This design comes from an exercise in tuning for small area, a short achievable clock period and few clock cycles per item on the open sky130 flow, not from production work. Function was checked by simulation only, so behaviour that the tests miss may differ from the original. Power figures rest on the tool's default switching activity, not on a simulated workload.

==> inputs of run a <==
// cosine_similarity_core
module cosine_similarity_core (
   input  logic        clock,
   input  logic        reset,
   input  logic        req_tvalid,
   output logic        req_tready,
   input  logic [31:0] req_tdata,    
   input  logic        req_tlast,
   output logic        rsp_tvalid,
   input  logic        rsp_tready,
   output logic [15:0] rsp_tdata,    
   output logic [1:0]  rsp_tuser     
);
   cossim_pkg::mag_cmd_type              cmd;
   logic                                 take_sums, emit, handoff, out_free, out_empty, overflowed;
   logic [cossim_pkg::E_W-1:0]           x_energy, y_energy;
   logic [cossim_pkg::S_W-1:0]           s_energy;
   cossim_accum u_accum (
      .clock      (clock),
      .reset      (reset),
      .req_tvalid (req_tvalid),
      .req_tready (req_tready),
      .req_tdata  (req_tdata),
      .req_tlast  (req_tlast),
      .take_sums  (take_sums),
      .handoff    (handoff),
      .x_energy   (x_energy),
      .y_energy   (y_energy),
      .s_energy   (s_energy),
      .overflowed (overflowed)
   );
   cossim_ctrl u_ctrl (
      .clock     (clock),
      .reset     (reset),
      .handoff   (handoff),
      .out_free  (out_free),
      .out_empty (out_empty),
      .take_sums (take_sums),
      .emit      (emit),
  ...
make LEC_CHECK=0 CAP_MARGIN=20 CORE_MARGIN=2 CORE_UTILIZATION=40 SLEW_MARGIN=20 finish   # period 10.0 ns
run.sh (not shown) runs the stock make flow with config.mk's settings and CLKGATE_MAP_FILE= SYNTH_SCRIPT=/design/flow/synth_recipe.tcl, a recipe that flattens the netlist after the stock synthesis.
==> inputs of run b, as changes to run a <==
--- a/flow/design.v
+++ b/flow/design.v
@@ -56,99 +56,114 @@
    input  logic                          reset,
    input  logic                          req_tvalid,
    output logic                          req_tready,
    input  logic [31:0]                   req_tdata,
    input  logic                          req_tlast,
    input  logic                          take_sums,    
+   input  logic                          take_next,    
    output logic                          handoff,
    output logic [cossim_pkg::E_W-1:0]    x_energy,
    output logic [cossim_pkg::E_W-1:0]    y_energy,
    output logic [cossim_pkg::S_W-1:0]    s_energy,
    output logic                          overflowed
 );
    localparam int EW = 43;
    localparam int SW = 45;
    localparam int CW = 13;
+   logic          s0_v, s0_last;
+   logic [15:0]   s0_x, s0_y;
    logic          s1_v, s1_last;
-   logic [15:0]   s1_x, s1_y;
-   logic [16:0]   s1_s;
+   logic [14:0]   s1_xv, s1_yv;
+   logic [15:0]   s1_sv;
+   logic          s1_xn, s1_yn, s1_sn;
    logic [EW-1:0] xs_ff, xc_ff, ys_ff, yc_ff;
    logic [SW-1:0] ss_ff, sc_ff;
    logic [CW-1:0] cnt_ff;
-   logic          ovf_ff, done_ff, fresh_ff;
-   logic          acc_ok, mv, base0;
-   logic [15:0]   x_in, y_in;
-   logic [16:0]   s_in;
+   logic          ovf_ff, done_ff, stall_ff, mv_ff, base0_ff;
+   logic          s1_v_n, done_n, stall_n;
+   logic [16:0]   s0_s;
+   logic [14:0]   x_v, y_v;
+   logic [15:0]   s_v;
+   logic          x_n, y_n, s_n;
    logic [EW-1:0] xs_b, xc_b, ys_b, yc_b, xs_n, xc_n, ys_n, yc_n;
    logic [SW-1:0] ss_b, sc_b, ss_n, sc_n;
    always_comb begin
       handoff    = done_ff && take_sums;
-      acc_ok     = !done_ff || take_sums;
-      req_tready = !s1_v || acc_ok;
-      mv         = s1_v && acc_ok;
-      base0      = handoff || fresh_ff;
-      x_in       = mv ? s1_x : '0;
-      y_in       = mv ? s1_y : '0;
-      s_in       = mv ? s1_s : '0;
-      xs_b       = base0 ? '0 : xs_ff;
-      xc_b       = base0 ? '0 : xc_ff;
-      ys_b       = base0 ? '0 : ys_ff;
-      yc_b       = base0 ? '0 : yc_ff;
-      ss_b       = base0 ? '0 : ss_ff;
-      sc_b       = base0 ? '0 : sc_ff;
+      req_tready = !stall_ff;
+      s0_s       = {s0_x[15], s0_x} + {s0_y[15], s0_y};
+      s1_v_n  = stall_ff ? s1_v : s0_v;
+      done_n  = stall_ff ? done_ff : (s1_v && s1_last);
+      stall_n = done_n && !take_next;
+      x_v  = mv_ff ? s1_xv : '0;
+      y_v  = mv_ff ? s1_yv : '0;
+      s_v  = mv_ff ? s1_sv : '0;
+      x_n  = mv_ff && s1_xn;
+      y_n  = mv_ff && s1_yn;
+      s_n  = mv_ff && s1_sn;
+      xs_b = base0_ff ? '0 : xs_ff;
+      xc_b = base0_ff ? '0 : xc_ff;
+      ys_b = base0_ff ? '0 : ys_ff;
+      yc_b = base0_ff ? '0 : yc_ff;
+      ss_b = base0_ff ? '0 : ss_ff;
+      sc_b = base0_ff ? '0 : sc_ff;
    end
-   cossim_sqacc16 u_xx (.x(x_in), .acc_s(xs_b), .acc_c(xc_b), .sum_s(xs_n), .sum_c(xc_n));
-   cossim_sqacc16 u_yy (.x(y_in), .acc_s(ys_b), .acc_c(yc_b), .sum_s(ys_n), .sum_c(yc_n));
-   cossim_sqacc17 u_ss (.x(s_in), .acc_s(ss_b), .acc_c(sc_b), .sum_s(ss_n), .sum_c(sc_n));
+   cossim_sqacc16 u_xx (.v(x_v), .n(x_n), .acc_s(xs_b), .acc_c(xc_b), .sum_s(xs_n), .sum_c(xc_n));
+   cossim_sqacc16 u_yy (.v(y_v), .n(y_n), .acc_s(ys_b), .acc_c(yc_b), .sum_s(ys_n), .sum_c(yc_n));
+   cossim_sqacc17 u_ss (.v(s_v), .n(s_n), .acc_s(ss_b), .acc_c(sc_b), .sum_s(ss_n), .sum_c(sc_n));
    always_ff @(posedge clock) begin
-      if (req_tready) begin
-         s1_x    <= req_tdata[15:0];
-         s1_y    <= req_tdata[31:16];
-         s1_s    <= {req_tdata[15], req_tdata[15:0]} + {req_tdata[31], req_tdata[31:16]};
-         s1_last <= req_tlast;
-      end
-      xs_ff <= xs_n;
-      xc_ff <= xc_n;
-      ys_ff <= ys_n;
-      yc_ff <= yc_n;
-      ss_ff <= ss_n;
-      sc_ff <= sc_n;
-      if (acc_ok) begin
-         cnt_ff <= (base0 ? CW'(0) : cnt_ff) + CW'(mv);
-         ovf_ff <= (base0 ? 1'b0 : ovf_ff) || (mv && !base0 && cnt_ff[CW-1]);
+      if (!stall_ff) begin
+         s0_x    <= req_tdata[15:0];
+         s0_y    <= req_tdata[31:16];
+         s0_last <= req_tlast;
+         s1_xn   <= s0_x[15];
+         s1_xv   <= s0_x[14:0] ^ {15{s0_x[15]}};
+         s1_yn   <= s0_y[15];
+         s1_yv   <= s0_y[14:0] ^ {15{s0_y[15]}};
+         s1_sn   <= s0_s[16];
+         s1_sv   <= s0_s[15:0] ^ {16{s0_s[16]}};
+         s1_last <= s0_last;
       end
+      xs_ff  <= xs_n;
+      xc_ff  <= xc_n;
+      ys_ff  <= ys_n;
+      yc_ff  <= yc_n;
+      ss_ff  <= ss_n;
+      sc_ff  <= sc_n;
+      cnt_ff <= (base0_ff ? CW'(0) : cnt_ff) + CW'(mv_ff);
+      ovf_ff <= (base0_ff ? 1'b0 : ovf_ff) || (mv_ff && !base0_ff && cnt_ff[CW-1]);
    end
    always_ff @(posedge clock) begin
       if (reset) begin
+         s0_v     <= 1'b0;
          s1_v     <= 1'b0;
          done_ff  <= 1'b0;
-         fresh_ff <= 1'b1;
+         stall_ff <= 1'b0;
+         mv_ff    <= 1'b0;
+         base0_ff <= 1'b1;
       end else begin
-         if (req_tready) s1_v <= req_tvalid;
-         if (acc_ok) begin
-            done_ff  <= mv && s1_last;
-            fresh_ff <= 1'b0;
-         end
+         if (!stall_ff) s0_v <= req_tvalid;
+         s1_v     <= s1_v_n;
+         done_ff  <= done_n;
+         stall_ff <= stall_n;
+         mv_ff    <= s1_v_n && !stall_n;
+         base0_ff <= done_n && take_next;
       end
    end
    assign x_energy   = xs_ff + xc_ff;
    assign y_energy   = ys_ff + yc_ff;
    assign s_energy   = ss_ff + sc_ff;
    assign overflowed = ovf_ff;
 endmodule
 module cossim_sqacc16 (
-   input  logic [15:0] x,
+   input  logic [14:0] v,       
+   input  logic           n,       
    input  logic [42:0] acc_s,
    input  logic [42:0] acc_c,
    output logic [42:0] sum_s,
    output logic [42:0] sum_c
 );
-   logic n;
-   logic [14:0] v;
-   assign n = x[15];
-   assign v = x[14:0] ^ {15{n}};
    logic t0, t1, t2, t3, t4, t5, t6, t7, t8, t9, t10, t11, t12, t13, t14, t15, t16, t17, t18, t19, t20, t21, t22, t23, t24, t25, t26, t27, t28, t29, t30, t31, t32, t33, t34, t35, t36, t37, t38, t39, t40, t41, t42, t43, t44, t45, t46, t47, t48, t49, t50, t51, t52, t53, t54, t55, t56, t57, t58, t59, t60, t61, t62, t63, t64, t65, t66, t67, t68, t69, t70, t71, t72, t73, t74, t75, t76, t77, t78, t79, t80, t81, t82, t83, t84, t85, t86, t87, t88, t89, t90, t91, t92, t93, t94, t95, t96, t97, t98, t99, t100, t101, t102, t103, t104, t105, t106, t107, t108, t109, t110, t111, t112, t113, t114, t115, t116, t117, t118, t119, t120, t121, t122, t123, t124, t125, t126, t127, t128, t129, t130, t131, t132, t133, t134, t135, t136, t137, t138, t139, t140, t141, t142, t143, t144, t145, t146, t147, t148, t149, t150, t151, t152, t153, t154, t155, t156, t157, t158, t159, t160, t161, t162, t163, t164, t165, t166, t167, t168, t169, t170, t171, t172, t173, t174, t175, t176, t177, t178, t179, t180, t181, t182, t183, t184, t185, t186, t187, t188, t189, t190, t191, t192, t193, t194, t195, t196, t197, t198, t199, t200, t201, t202, t203, t204, t205, t206, t207, t208, t209, t210, t211, t212, t213, t214, t215, t216, t217, t218, t219, t220, t221, t222, t223, t224, t225, t226, t227, t228, t229, t230, t231, t232, t233, t234, t235, t236, t237, t238, t239, t240, t241, t242, t243, t244, t245, t246, t247, t248, t249, t250, t251, t252, t253, t254, t255, t256, t257, t258, t259, t260, t261, t262, t263, t264, t265, t266, t267, t268, t269, t270, t271, t272, t273, t274, t275, t276, t277, t278, t279, t280, t281, t282, t283, t284, t285, t286, t287, t288, t289, t290, t291, t292, t293, t294, t295, t296, t297, t298, t299, t300, t301, t302, t303, t304, t305, t306, t307, t308, t309, t310, t311, t312, t313, t314, t315, t316, t317, t318, t319, t320, t321, t322, t323, t324, t325, t326, t327, t328, t329, t330, t331, t332, t333, t334, t335, t336, t337, t338, t339, t340, t341, t342, t343, t344, t345, t346, t347, t348, t349, t350, t351, t352, t353, t354, t355, t356, t357, t358, t359, t360, t361, t362, t363, t364, t365, t366, t367, t368, t369, t370, t371, t372, t373, t374, t375, t376, t377, t378, t379, t380, t381, t382, t383, t384, t385, t386, t387, t388, t389, t390, t391, t392, t393, t394, t395, t396, t397, t398, t399, t400, t401, t402, t403, t404, t405, t406, t407, t408, t409, t410, t411, t412, t413, t414, t415, t416, t417, t418, t419, t420, t421, t422, t423, t424, t425, t426, t427, t428, t429, t430, t431, t432, t433, t434, t435, t436, t437, t438, t439, t440, t441, t442, t443, t444, t445, t446, t447, t448, t449, t450, t451, t452, t453, t454, t455, t456, t457, t458, t459, t460, t461, t462, t463, t464, t465, t466, t467, t468, t469, t470, t471, t472, t473, t474, t475;
    assign t0 = n & v[0];
    assign t1 = n & v[1];
    assign t2 = n & v[2];
    assign t3 = n & v[3];
    assign t4 = n & v[4];
@@ -708,22 +723,19 @@
    assign sum_s[41] = t471;
    assign sum_c[41] = t472;
    assign sum_s[42] = t473;
    assign sum_c[42] = t474;
 endmodule
 module cossim_sqacc17 (
-   input  logic [16:0] x,
+   input  logic [15:0] v,       
+   input  logic           n,       
    input  logic [44:0] acc_s,
    input  logic [44:0] acc_c,
    output logic [44:0] sum_s,
    output logic [44:0] sum_c
 );
-   logic n;
-   logic [15:0] v;
-   assign n = x[16];
-   assign v = x[15:0] ^ {16{n}};
    logic t0, t1, t2, t3, t4, t5, t6, t7, t8, t9, t10, t11, t12, t13, t14, t15, t16, t17, t18, t19, t20, t21, t22, t23, t24, t25, t26, t27, t28, t29, t30, t31, t32, t33, t34, t35, t36, t37, t38, t39, t40, t41, t42, t43, t44, t45, t46, t47, t48, t49, t50, t51, t52, t53, t54, t55, t56, t57, t58, t59, t60, t61, t62, t63, t64, t65, t66, t67, t68, t69, t70, t71, t72, t73, t74, t75, t76, t77, t78, t79, t80, t81, t82, t83, t84, t85, t86, t87, t88, t89, t90, t91, t92, t93, t94, t95, t96, t97, t98, t99, t100, t101, t102, t103, t104, t105, t106, t107, t108, t109, t110, t111, t112, t113, t114, t115, t116, t117, t118, t119, t120, t121, t122, t123, t124, t125, t126, t127, t128, t129, t130, t131, t132, t133, t134, t135, t136, t137, t138, t139, t140, t141, t142, t143, t144, t145, t146, t147, t148, t149, t150, t151, t152, t153, t154, t155, t156, t157, t158, t159, t160, t161, t162, t163, t164, t165, t166, t167, t168, t169, t170, t171, t172, t173, t174, t175, t176, t177, t178, t179, t180, t181, t182, t183, t184, t185, t186, t187, t188, t189, t190, t191, t192, t193, t194, t195, t196, t197, t198, t199, t200, t201, t202, t203, t204, t205, t206, t207, t208, t209, t210, t211, t212, t213, t214, t215, t216, t217, t218, t219, t220, t221, t222, t223, t224, t225, t226, t227, t228, t229, t230, t231, t232, t233, t234, t235, t236, t237, t238, t239, t240, t241, t242, t243, t244, t245, t246, t247, t248, t249, t250, t251, t252, t253, t254, t255, t256, t257, t258, t259, t260, t261, t262, t263, t264, t265, t266, t267, t268, t269, t270, t271, t272, t273, t274, t275, t276, t277, t278, t279, t280, t281, t282, t283, t284, t285, t286, t287, t288, t289, t290, t291, t292, t293, t294, t295, t296, t297, t298, t299, t300, t301, t302, t303, t304, t305, t306, t307, t308, t309, t310, t311, t312, t313, t314, t315, t316, t317, t318, t319, t320, t321, t322, t323, t324, t325, t326, t327, t328, t329, t330, t331, t332, t333, t334, t335, t336, t337, t338, t339, t340, t341, t342, t343, t344, t345, t346, t347, t348, t349, t350, t351, t352, t353, t354, t355, t356, t357, t358, t359, t360, t361, t362, t363, t364, t365, t366, t367, t368, t369, t370, t371, t372, t373, t374, t375, t376, t377, t378, t379, t380, t381, t382, t383, t384, t385, t386, t387, t388, t389, t390, t391, t392, t393, t394, t395, t396, t397, t398, t399, t400, t401, t402, t403, t404, t405, t406, t407, t408, t409, t410, t411, t412, t413, t414, t415, t416, t417, t418, t419, t420, t421, t422, t423, t424, t425, t426, t427, t428, t429, t430, t431, t432, t433, t434, t435, t436, t437, t438, t439, t440, t441, t442, t443, t444, t445, t446, t447, t448, t449, t450, t451, t452, t453, t454, t455, t456, t457, t458, t459, t460, t461, t462, t463, t464, t465, t466, t467, t468, t469, t470, t471, t472, t473, t474, t475, t476, t477, t478, t479, t480, t481, t482, t483, t484, t485, t486, t487, t488, t489, t490, t491, t492, t493, t494, t495, t496, t497, t498, t499, t500, t501, t502, t503, t504, t505, t506, t507, t508, t509, t510, t511, t512, t513, t514, t515, t516, t517, t518, t519, t520, t521, t522, t523, t524, t525, t526, t527, t528, t529;
    assign t0 = n & v[0];
    assign t1 = n & v[1];
    assign t2 = n & v[2];
    assign t3 = n & v[3];
    assign t4 = n & v[4];
@@ -1495,23 +1507,30 @@
 module cossim_ctrl (
    input  logic                    clock,
    input  logic                    reset,
    input  logic                    handoff,
    input  logic                    out_free,
    input  logic                    out_empty,
+   input  logic                    rsp_tready,
+   output logic                    take_next,
    output logic                    take_sums,
    output logic                    emit,
    output cossim_pkg::mag_cmd_type cmd
 );
-   logic       idle_ff, run_ff, emit_ff;
+   logic       idle_ff, run_ff, emit_ff, take_ff;
+   logic       idle_n, emit_n, empty_n;
    logic [5:0] c_ff, c_in;
    logic       run_in;
    cossim_pkg::mag_cmd_type cmd_ff, cmd_in;
    always_comb begin
       emit      = emit_ff && out_free;
-      take_sums = idle_ff || (emit_ff && out_empty);
+      take_sums = take_ff;
+      idle_n    = handoff ? 1'b0 : (emit ? 1'b1 : idle_ff);
+      emit_n    = (run_ff && c_ff == 6'd58) ? 1'b1 : (emit ? 1'b0 : emit_ff);
+      empty_n   = !emit && (out_empty || rsp_tready);
+      take_next = idle_n || (emit_n && empty_n);
       run_in = run_ff;
       c_in   = c_ff + 6'd1;
       if (handoff) begin
          run_in = 1'b1;
          c_in   = 6'd1;
       end else if (run_ff && c_ff == 6'd58) begin
@@ -1526,22 +1545,22 @@
       cmd_in.sqrt  = run_in && (c_in >= 6'd26) && !c_in[0];
    end
    always_ff @(posedge clock) begin
       c_ff <= c_in;
       if (reset) begin
          idle_ff <= 1'b1;
+         take_ff <= 1'b1;
          run_ff  <= 1'b0;
          emit_ff <= 1'b0;
          cmd_ff  <= '0;
       end else begin
          run_ff <= run_in;
          cmd_ff <= cmd_in;
-         if (handoff) idle_ff <= 1'b0;
-         else if (emit) idle_ff <= 1'b1;
-         if (run_ff && c_ff == 6'd58) emit_ff <= 1'b1;
-         else if (emit) emit_ff <= 1'b0;
+         idle_ff <= idle_n;
+         emit_ff <= emit_n;
+         take_ff <= take_next;
       end
    end
    assign cmd = cmd_ff;
 endmodule
 `timescale 1ns / 1ps
 module cosine_similarity_core (
@@ -1554,35 +1573,38 @@
    output logic        rsp_tvalid,
    input  logic        rsp_tready,
    output logic [15:0] rsp_tdata,    
    output logic [1:0]  rsp_tuser     
 );
    cossim_pkg::mag_cmd_type              cmd;
-   logic                                 take_sums, emit, handoff, out_free, out_empty, overflowed;
+   logic                                 take_sums, take_next, emit, handoff, out_free, out_empty, overflowed;
    logic [cossim_pkg::E_W-1:0]           x_energy, y_energy;
    logic [cossim_pkg::S_W-1:0]           s_energy;
    cossim_accum u_accum (
       .clock      (clock),
       .reset      (reset),
       .req_tvalid (req_tvalid),
       .req_tready (req_tready),
       .req_tdata  (req_tdata),
       .req_tlast  (req_tlast),
       .take_sums  (take_sums),
+      .take_next  (take_next),
       .handoff    (handoff),
       .x_energy   (x_energy),
       .y_energy   (y_energy),
       .s_energy   (s_energy),
       .overflowed (overflowed)
    );
    cossim_ctrl u_ctrl (
       .clock     (clock),
       .reset     (reset),
       .handoff   (handoff),
       .out_free  (out_free),
       .out_empty (out_empty),
+      .rsp_tready(rsp_tready),
+      .take_next (take_next),
       .take_sums (take_sums),
       .emit      (emit),
       .cmd       (cmd)
    );
    cossim_magnitude u_magnitude (
       .clock      (clock),
Settings changed: ABC_AREA set to 1, SETUP_SLACK_MARGIN set to 5.0.
==> summary.txt <==
- Of run b and run a, run a has the higher clock skew (gap 0.020 ns).
- In run a the final cell count is smaller than in run b, by 29%.
- Of run b and run a, run b has the higher wire length (gap 53%, measured against run a).
- In run a the design area is lower than in run b, by about 13%.
- In run a the register-to-register slack is lower than in run b, by 2.4 ns.
- Clock power: run a is lower than run b (about 2%).
- Against run a, the sequential power of run b is larger by about 1%.
- Between run b and run a, the lower utilization is in run a (gap 0.16 points).
- In run b the flip-flop and latch count is higher than in run a, by 37.
Testbench counts of run a, summed over its fixed seeds: cycles 31,567, items 384.
Testbench counts of run b, summed over its fixed seeds: cycles 31,575, items 384.

## static timing again, ports no longer ideal
The flow's constraints put no driver on any port. The routed layouts listed below were extracted and timed again, unchanged, in two steps.
Step 1 sets driving cells, clkbuf_16 on the clock port and buf_2 on the other inputs (assumed; they add their load-dependent delay and slew).
Step 2 times the ports against the registers' clock, not the clock port: input delays grow and output delays shrink by t, the midpoint of the rising clock arrivals with the driver on.
a / b / c = no drivers / after step 1 / after step 2; a / b = the first two.
run | t (ns) | slack for setup (ns) | hold WS [ns] | latest minus earliest clock arrival (ns) | worst slew at a driven data input, ns
run a | 0.762 | 2.747 / 2.747 / 2.747 | 0.396 / 0.396 / 0.396 | 0.063 / 0.063 | 0.08
run b | 0.804 | 5.162 / 5.162 / 5.162 | 0.429 / 0.429 / 0.429 | 0.037 / 0.037 | 0.05
After both steps every run listed still meets setup and hold.
